Source: an optimization exercise on an open RTL-to-GDS flow (aim: small area and a short achievable clock period). Production flows keep margins and buffers that such runs may drop. At most, simulation tests tie the RTL to the original design; equivalence was not proved. No activity file was given, so power comes from the tool's default toggle rates.

== v32 ==
## execStage
module execStage (
    input  logic                 clk,
    input  logic                 rstN,
    input  logic                 inValid,
    input  execPkg::opcodeE               opcode,
    input  logic [execPkg::DataWidth-1:0] operandA,
    input  logic [execPkg::DataWidth-1:0] operandB,
    input  logic [execPkg::DataWidth-1:0] immediate,
    input  logic [execPkg::AddrWidth-1:0] pc,
    input  logic [execPkg::AddrWidth-1:0] stackTop,
    output logic                 outValid,
    output logic                 regWriteEn,
    output logic                 writeFromMem,
    output logic [execPkg::DataWidth-1:0] writeData,
    output logic                 memReadEn,
    output logic                 memWriteEn,
    output logic [execPkg::AddrWidth-1:0] memAddr,
    output logic [execPkg::DataWidth-1:0] memWriteData,
    output logic                 branchTaken,
    output logic [execPkg::AddrWidth-1:0] branchTarget,
    output logic                 pushReturn,
    output logic                 popReturn,
    output logic                 illegalOp
);
    logic        regWrite, memRead, memWrite, isBranch, isJpc, isBrfl;
    logic        stackPush, stackPop, isCompare, isDiv, illegal;
    logic [15:0] divB3;
    logic [15:0] dataResult, addrResult;
    logic        cmpEqual, cmpLess;
    controlDecoder controlDecoder_i (
        .opcode(opcode), .regWrite(regWrite), .memRead(memRead), .memWrite(memWrite),
  ...
==> module aluCore, before the edit <==
module aluCore (
    input  logic [5:0]  opcode,
    input  logic [15:0] operandA,
    input  logic [15:0] operandB,
    input  logic [15:0] immediate,
    input  logic [15:0] pc,
    input  logic [15:0] stackTop,
    output logic [15:0] dataResult,
    output logic [15:0] addrResult,
    output logic [15:0] divB3,        
    output logic        cmpEqual,
    output logic        cmpLess
);
    assign divB3 = operandB + {operandB[14:0], 1'b0};
    logic [7:0] quotHi;
    logic [7:0] rem [0:4];
    assign rem[0] = '0;
    for (genvar k = 0; k < 4; k++) begin : gDiv
        localparam int W = 2*k + 2;
        logic [W-1:0] t, r;
        if (k == 0) begin : gT0
            assign t = operandA[15:14];
        end else begin : gTn
            assign t = {rem[k][W-3:0], operandA[15-2*k:14-2*k]};
        end
        divStep4 #(.W(W)) uStep (.t(t), .b(operandB), .b3(divB3), .q(quotHi[7-2*k:6-2*k]), .r(r));
        assign rem[k+1] = 8'(r);
    end
    logic        isShl, isShr;
    logic [15:0] aRev, mulA, mulB, product, productRev, shiftOneHot;
    assign isShl = (opcode == 6'd12);
    assign isShr = (opcode == 6'd13);
    assign shiftOneHot = 16'd1 << operandB[3:0];
    for (genvar b = 0; b < 16; b++) begin : gRev
        assign aRev[b]       = operandA[15-b];
        assign productRev[b] = product[15-b];
    end
    assign mulA = isShr ? aRev : operandA;
    assign mulB = (isShl || isShr) ? shiftOneHot : operandB;
    mulLow16 uMul (.a(mulA), .b(mulB), .p(product));
    logic opMem1, opAdd, opSub, opCall, opJpc;
    assign opMem1 = (opcode == 6'd0) || (opcode == 6'd3);
    assign opAdd  = (opcode == 6'd6);
    assign opSub  = (opcode == 6'd7) || (opcode == 6'd14);
    assign opCall = (opcode == 6'd19);
    assign opJpc  = (opcode == 6'd17);
    logic [15:0] addX, addY;
    logic [16:0] sum;
    assign addX = (opCall || opJpc) ? pc : operandA;
    always_comb begin
        if (opAdd)                    addY = operandB;
        else if (opSub)               addY = ~operandB;
        else if (opMem1 || opJpc)     addY = immediate;
        else                          addY = '0;
    end
    assign sum = {1'b0, addX} + {1'b0, addY} + 17'(opSub || opCall);
    assign cmpLess  = ~sum[16];
    assign cmpEqual = (sum[15:0] == '0);
    always_comb begin
        case (opcode)
            6'd0, 6'd1, 6'd3, 6'd4, 6'd6, 6'd7, 6'd19:
                           dataResult = sum[15:0];
            6'd2:          dataResult = immediate;
            6'd8, 6'd12:   dataResult = product;
            6'd9:          dataResult = {quotHi, rem[4]};
            6'd10:         dataResult = operandA & operandB;
            6'd11:         dataResult = operandA | operandB;
            6'd13:         dataResult = productRev;
            6'd15:         dataResult = ~operandA;
            default:       dataResult = operandB;     
        endcase
    end
    always_comb begin
        case (opcode)
            6'd17:         addrResult = sum[15:0];    
            6'd18:         addrResult = immediate;    
            6'd20:         addrResult = stackTop;     
            6'd16, 6'd19:  addrResult = operandA;     
            default:       addrResult = operandB;     
        endcase
    end
endmodule
export LEC_CHECK = 0
export ABC_AREA = 1
export CAP_MARGIN = 20
export CORE_MARGIN = 2
export CORE_UTILIZATION = 40
export PLACE_DENSITY = 0.6
export SLEW_MARGIN = 20
create_clock -name core_clock -period 32.0 [get_ports {clk}]
standard.sh (not shown) runs the stock make flow with config.mk's settings and CLKGATE_MAP_FILE= SYNTH_SCRIPT=/design/flow/synth_recipe.tcl, a recipe that flattens the netlist after the stock synthesis.
==> flow/flow/run.sh <==
#!/bin/bash
# The standard ORFS flow with three changes: synthesis leaves adders to ABC
# (no full/half-adder cell extraction), ports are buffered with buf_2, and
# timing repair aims at a setup slack margin of 19 ns. make's output goes to
# standard.log; each tool's own log is under orfs/logs.
bash standard.sh ADDER_MAP_FILE= SETUP_SLACK_MARGIN=19 "BUFFER_PORTS_ARGS=-buffer_cell sky130_fd_sc_hd__buf_2" finish > standard.log 2>&1
What v17 does differently from v32 at the input level:
--- a/flow/design.v
+++ b/flow/design.v
@@ -150,29 +150,39 @@
     assign sum = {1'b0, addX} + {1'b0, addY} + 17'(opSub || opCall);
     assign cmpLess  = ~sum[16];
     assign cmpEqual = (sum[15:0] == '0);
+    logic [3:0]  logicTable;
+    logic [15:0] logicResult;
     always_comb begin
         case (opcode)
-            6'd0, 6'd1, 6'd3, 6'd4, 6'd6, 6'd7, 6'd19:
-                           dataResult = sum[15:0];
-            6'd2:          dataResult = immediate;
-            6'd8, 6'd12:   dataResult = product;
-            6'd9:          dataResult = {quotHi, rem[4]};
-            6'd10:         dataResult = operandA & operandB;
-            6'd11:         dataResult = operandA | operandB;
-            6'd13:         dataResult = productRev;
-            6'd15:         dataResult = ~operandA;
-            default:       dataResult = operandB;     
+            6'd5:    logicTable = 4'b1010;     
+            6'd10:   logicTable = 4'b1000;     
+            6'd11:   logicTable = 4'b1110;     
+            6'd15:   logicTable = 4'b0011;     
+            default: logicTable = 4'b0000;
         endcase
     end
-    always_comb begin
-        case (opcode)
-            6'd17:         addrResult = sum[15:0];    
-            6'd18:         addrResult = immediate;    
-            6'd20:         addrResult = stackTop;     
-            6'd16, 6'd19:  addrResult = operandA;     
-            default:       addrResult = operandB;     
-        endcase
+    for (genvar b = 0; b < 16; b++) begin : gLogic
+        assign logicResult[b] = logicTable[{operandA[b], operandB[b]}];
     end
+    logic selSum, selImm, selProd, selProdRev, isDivOp;
+    assign selSum     = (opcode == 6'd0) || (opcode == 6'd1) || (opcode == 6'd3) || (opcode == 6'd4) ||
+                        (opcode == 6'd6) || (opcode == 6'd7) || (opcode == 6'd19);
+    assign selImm     = (opcode == 6'd2);
+    assign selProd    = (opcode == 6'd8) || (opcode == 6'd12);
+    assign selProdRev = (opcode == 6'd13);
+    assign isDivOp    = (opcode == 6'd9);
+    logic [15:0] otherResult;
+    assign otherResult = ({16{selSum}} & sum[15:0]) | ({16{selImm}} & immediate) |
+                         ({16{selProd}} & product) | ({16{selProdRev}} & productRev) | logicResult;
+    assign dataResult = isDivOp ? {quotHi, rem[4]} : otherResult;
+    logic selB, selA, selSum2, selImm2, selStack;
+    assign selB     = (opcode == 6'd3) || (opcode == 6'd4) || (opcode == 6'd9);
+    assign selA     = (opcode == 6'd16) || (opcode == 6'd19);
+    assign selSum2  = (opcode == 6'd17);
+    assign selImm2  = (opcode == 6'd18);
+    assign selStack = (opcode == 6'd20);
+    assign addrResult = ({16{selB}} & operandB) | ({16{selA}} & operandA) | ({16{selSum2}} & sum[15:0]) |
+                        ({16{selImm2}} & immediate) | ({16{selStack}} & stackTop);
 endmodule
 module divTail (
     input  logic [7:0]  quotHi,
==> notes.md <==
v32 consumes less power than v17.
Compared v17 against v32; register area share after synthesis within noise.
Between v17 and v32, the difference in share of the clock period used by the worst path is negligible.
Compared with v32, in v17 headroom to the max-slew limit shows a reduction of 5.4 points; layout-stage area growth over the synthesis result shows a reduction of 0.87 points; final cell count shows a reduction of about 0.8%.
Final core utilization in v17 is 0.50 points below v32.
Summary of the comparison: detailed-router iteration count before antenna repair is higher in v17, relative to v32.
Standby leakage power shrinks slightly when moving from v32 to v17.
v17 vs v32, layout multi-input combinational cell count went down by 21.
Hold slack, v17 and v32, higher one = v17.
v17 — area of all placed cells without fillers 230 um2 lower, v32 as reference
First-pass GRT wire length shrinks by a few percent when moving from v32 to v17.
Function not checked in v17: the RTL went through the layout flow alone.

========
== old ==
Another version of the RTL of execStage (not shown whole).
For scale: ~3,400 cells after synthesis, ~18,000 sq um of cells after synthesis.
==> module aluCore, before the edit <==
module aluCore (
    input  logic [5:0]  opcode,
    input  logic [15:0] operandA,
    input  logic [15:0] operandB,
    input  logic [15:0] immediate,
    input  logic [15:0] pc,
    input  logic [15:0] stackTop,
    output logic [15:0] dataResult,
    output logic [15:0] addrResult,
    output logic [15:0] divB3,        
    output logic        cmpEqual,
    output logic        cmpLess
);
    assign divB3 = operandB + {operandB[14:0], 1'b0};
    logic [7:0] quotHi;
    logic [7:0] rem [0:4];
    assign rem[0] = '0;
    for (genvar k = 0; k < 4; k++) begin : gDiv
        localparam int W = 2*k + 2;
        logic [W-1:0] t, r;
        if (k == 0) begin : gT0
            assign t = operandA[15:14];
        end else begin : gTn
            assign t = {rem[k][W-3:0], operandA[15-2*k:14-2*k]};
        end
        divStep4 #(.W(W)) uStep (.t(t), .b(operandB), .b3(divB3), .q(quotHi[7-2*k:6-2*k]), .r(r));
        assign rem[k+1] = 8'(r);
    end
    logic [15:0] product;
    logic        isShl;
    logic [15:0] shIn, shOut, shOutRev, aRev;
    assign isShl = (opcode == 6'd12);
    for (genvar b = 0; b < 16; b++) begin : gRev
        assign aRev[b]     = operandA[15-b];
        assign shOutRev[b] = shOut[15-b];
    end
    assign shIn  = isShl ? aRev : operandA;
    assign shOut = shIn >> operandB[3:0];
    mulLow16 uMul (.a(operandA), .b(operandB), .p(product));
    logic opMem1, opAdd, opSub, opCall, opJpc;
    assign opMem1 = (opcode == 6'd0) || (opcode == 6'd3);
    assign opAdd  = (opcode == 6'd6);
    assign opSub  = (opcode == 6'd7) || (opcode == 6'd14);
    assign opCall = (opcode == 6'd19);
    assign opJpc  = (opcode == 6'd17);
    logic [15:0] addX, addY;
    logic [16:0] sum;
    assign addX = (opCall || opJpc) ? pc : operandA;
    always_comb begin
        if (opAdd)                    addY = operandB;
        else if (opSub)               addY = ~operandB;
        else if (opMem1 || opJpc)     addY = immediate;
        else                          addY = '0;
    end
    assign sum = {1'b0, addX} + {1'b0, addY} + 17'(opSub || opCall);
    assign cmpLess  = ~sum[16];
    assign cmpEqual = (sum[15:0] == '0);
    logic [3:0]  logicTable;
    logic [15:0] logicResult;
    always_comb begin
        case (opcode)
            6'd5:    logicTable = 4'b1010;     
            6'd10:   logicTable = 4'b1000;     
            6'd11:   logicTable = 4'b1110;     
            6'd15:   logicTable = 4'b0011;     
            default: logicTable = 4'b0000;
        endcase
    end
    for (genvar b = 0; b < 16; b++) begin : gLogic
        assign logicResult[b] = logicTable[{operandA[b], operandB[b]}];
    end
    logic selSum, selImm, selProd, selShl, selShr, isDivOp;
    assign selSum     = (opcode == 6'd0) || (opcode == 6'd1) || (opcode == 6'd3) || (opcode == 6'd4) ||
                        (opcode == 6'd6) || (opcode == 6'd7) || (opcode == 6'd19);
    assign selImm     = (opcode == 6'd2);
    assign selProd    = (opcode == 6'd8);
    assign selShl     = (opcode == 6'd12);
    assign selShr     = (opcode == 6'd13);
    assign isDivOp    = (opcode == 6'd9);
    logic [15:0] otherResult;
    assign otherResult = ({16{selSum}} & sum[15:0]) | ({16{selImm}} & immediate) |
                         ({16{selProd}} & product) | ({16{selShl}} & shOutRev) |
                         ({16{selShr}} & shOut) | logicResult;
    assign dataResult = isDivOp ? {quotHi, rem[4]} : otherResult;
    logic selB, selA, selSum2, selImm2, selStack;
    assign selB     = (opcode == 6'd3) || (opcode == 6'd4) || (opcode == 6'd9);
    assign selA     = (opcode == 6'd16) || (opcode == 6'd19);
    assign selSum2  = (opcode == 6'd17);
    assign selImm2  = (opcode == 6'd18);
    assign selStack = (opcode == 6'd20);
    assign addrResult = ({16{selB}} & operandB) | ({16{selA}} & operandA) | ({16{selSum2}} & sum[15:0]) |
                        ({16{selImm2}} & immediate) | ({16{selStack}} & stackTop);
endmodule
Settings: LEC_CHECK=0, ABC_AREA=1, CAP_MARGIN=20, CORE_MARGIN=2, CORE_UTILIZATION=40, PLACE_DENSITY=0.6, SLEW_MARGIN=20; clock period 32.0 ns.
Scripts as last shown in full above: flow/flow/run.sh
Edits applied to the flow inputs when going from old to new:
--- a/flow/design.v
+++ b/flow/design.v
@@ -149,5 +149,5 @@
     assign sum = {1'b0, addX} + {1'b0, addY} + 17'(opSub || opCall);
     assign cmpLess  = ~sum[16];
-    assign cmpEqual = (sum[15:0] == '0);
+    assign cmpEqual = (operandA == operandB);
     logic [3:0]  logicTable;
     logic [15:0] logicResult;
- new finished end to end and its layout was clean on timing, DRC and antenna.
- Non-clock buffer share of cell area: new lower than old
- Summary of new over old: max-slew headroom at the worst pin now smaller, DRC violation count after routing closely matched the old numbers, post-layout instance count excluding filler cells shows a reduction of 0.97%, final clock period utilization by the worst path now sits higher.
- Synthesized area essentially unchanged between new and old.
- [compare] base=old new=new: part of the power in combinational logic decreased by 0.8 points relative to the old numbers; final hold violation count held steady; post-cts gate resize count shows a reduction of 5; sum of met3 wire segment lengths after detailed routing went up.

[separate check: timing with driven ports]
In the flow no input, the clock included, has a driving cell. The finished layouts below were timed again as built, in two steps. Step 1 assumes that a clkbuf_16 drives the clock port and a buf_2 every other input. Step 2 times the ports against the registers' clock, not the clock port: input delays grow and output delays shrink by t, the midpoint of the rising clock arrivals with the driver on. a / b / c = ideal / step 1 / step 2; a / b = the first two.
run	t, ns	slack for setup (ns)	clock arrival spread, ns	cell pins on the clock port's net
v32	0.407	19.459 / 19.411 / 19.170	0.010 / 0.010	1
v17	0.409	19.452 / 19.400 / 19.309	0.016 / 0.017	1
old	0.383	19.447 / 19.407 / 19.161	0.016 / 0.016	1
new	0.382	19.314 / 19.321 / 18.939	0.013 / 0.013	1
After both steps every run listed still meets setup and hold. For new, which loses most, drivers alone change the setup slack by +0.007 ns; drivers and shift together by -0.375 ns.
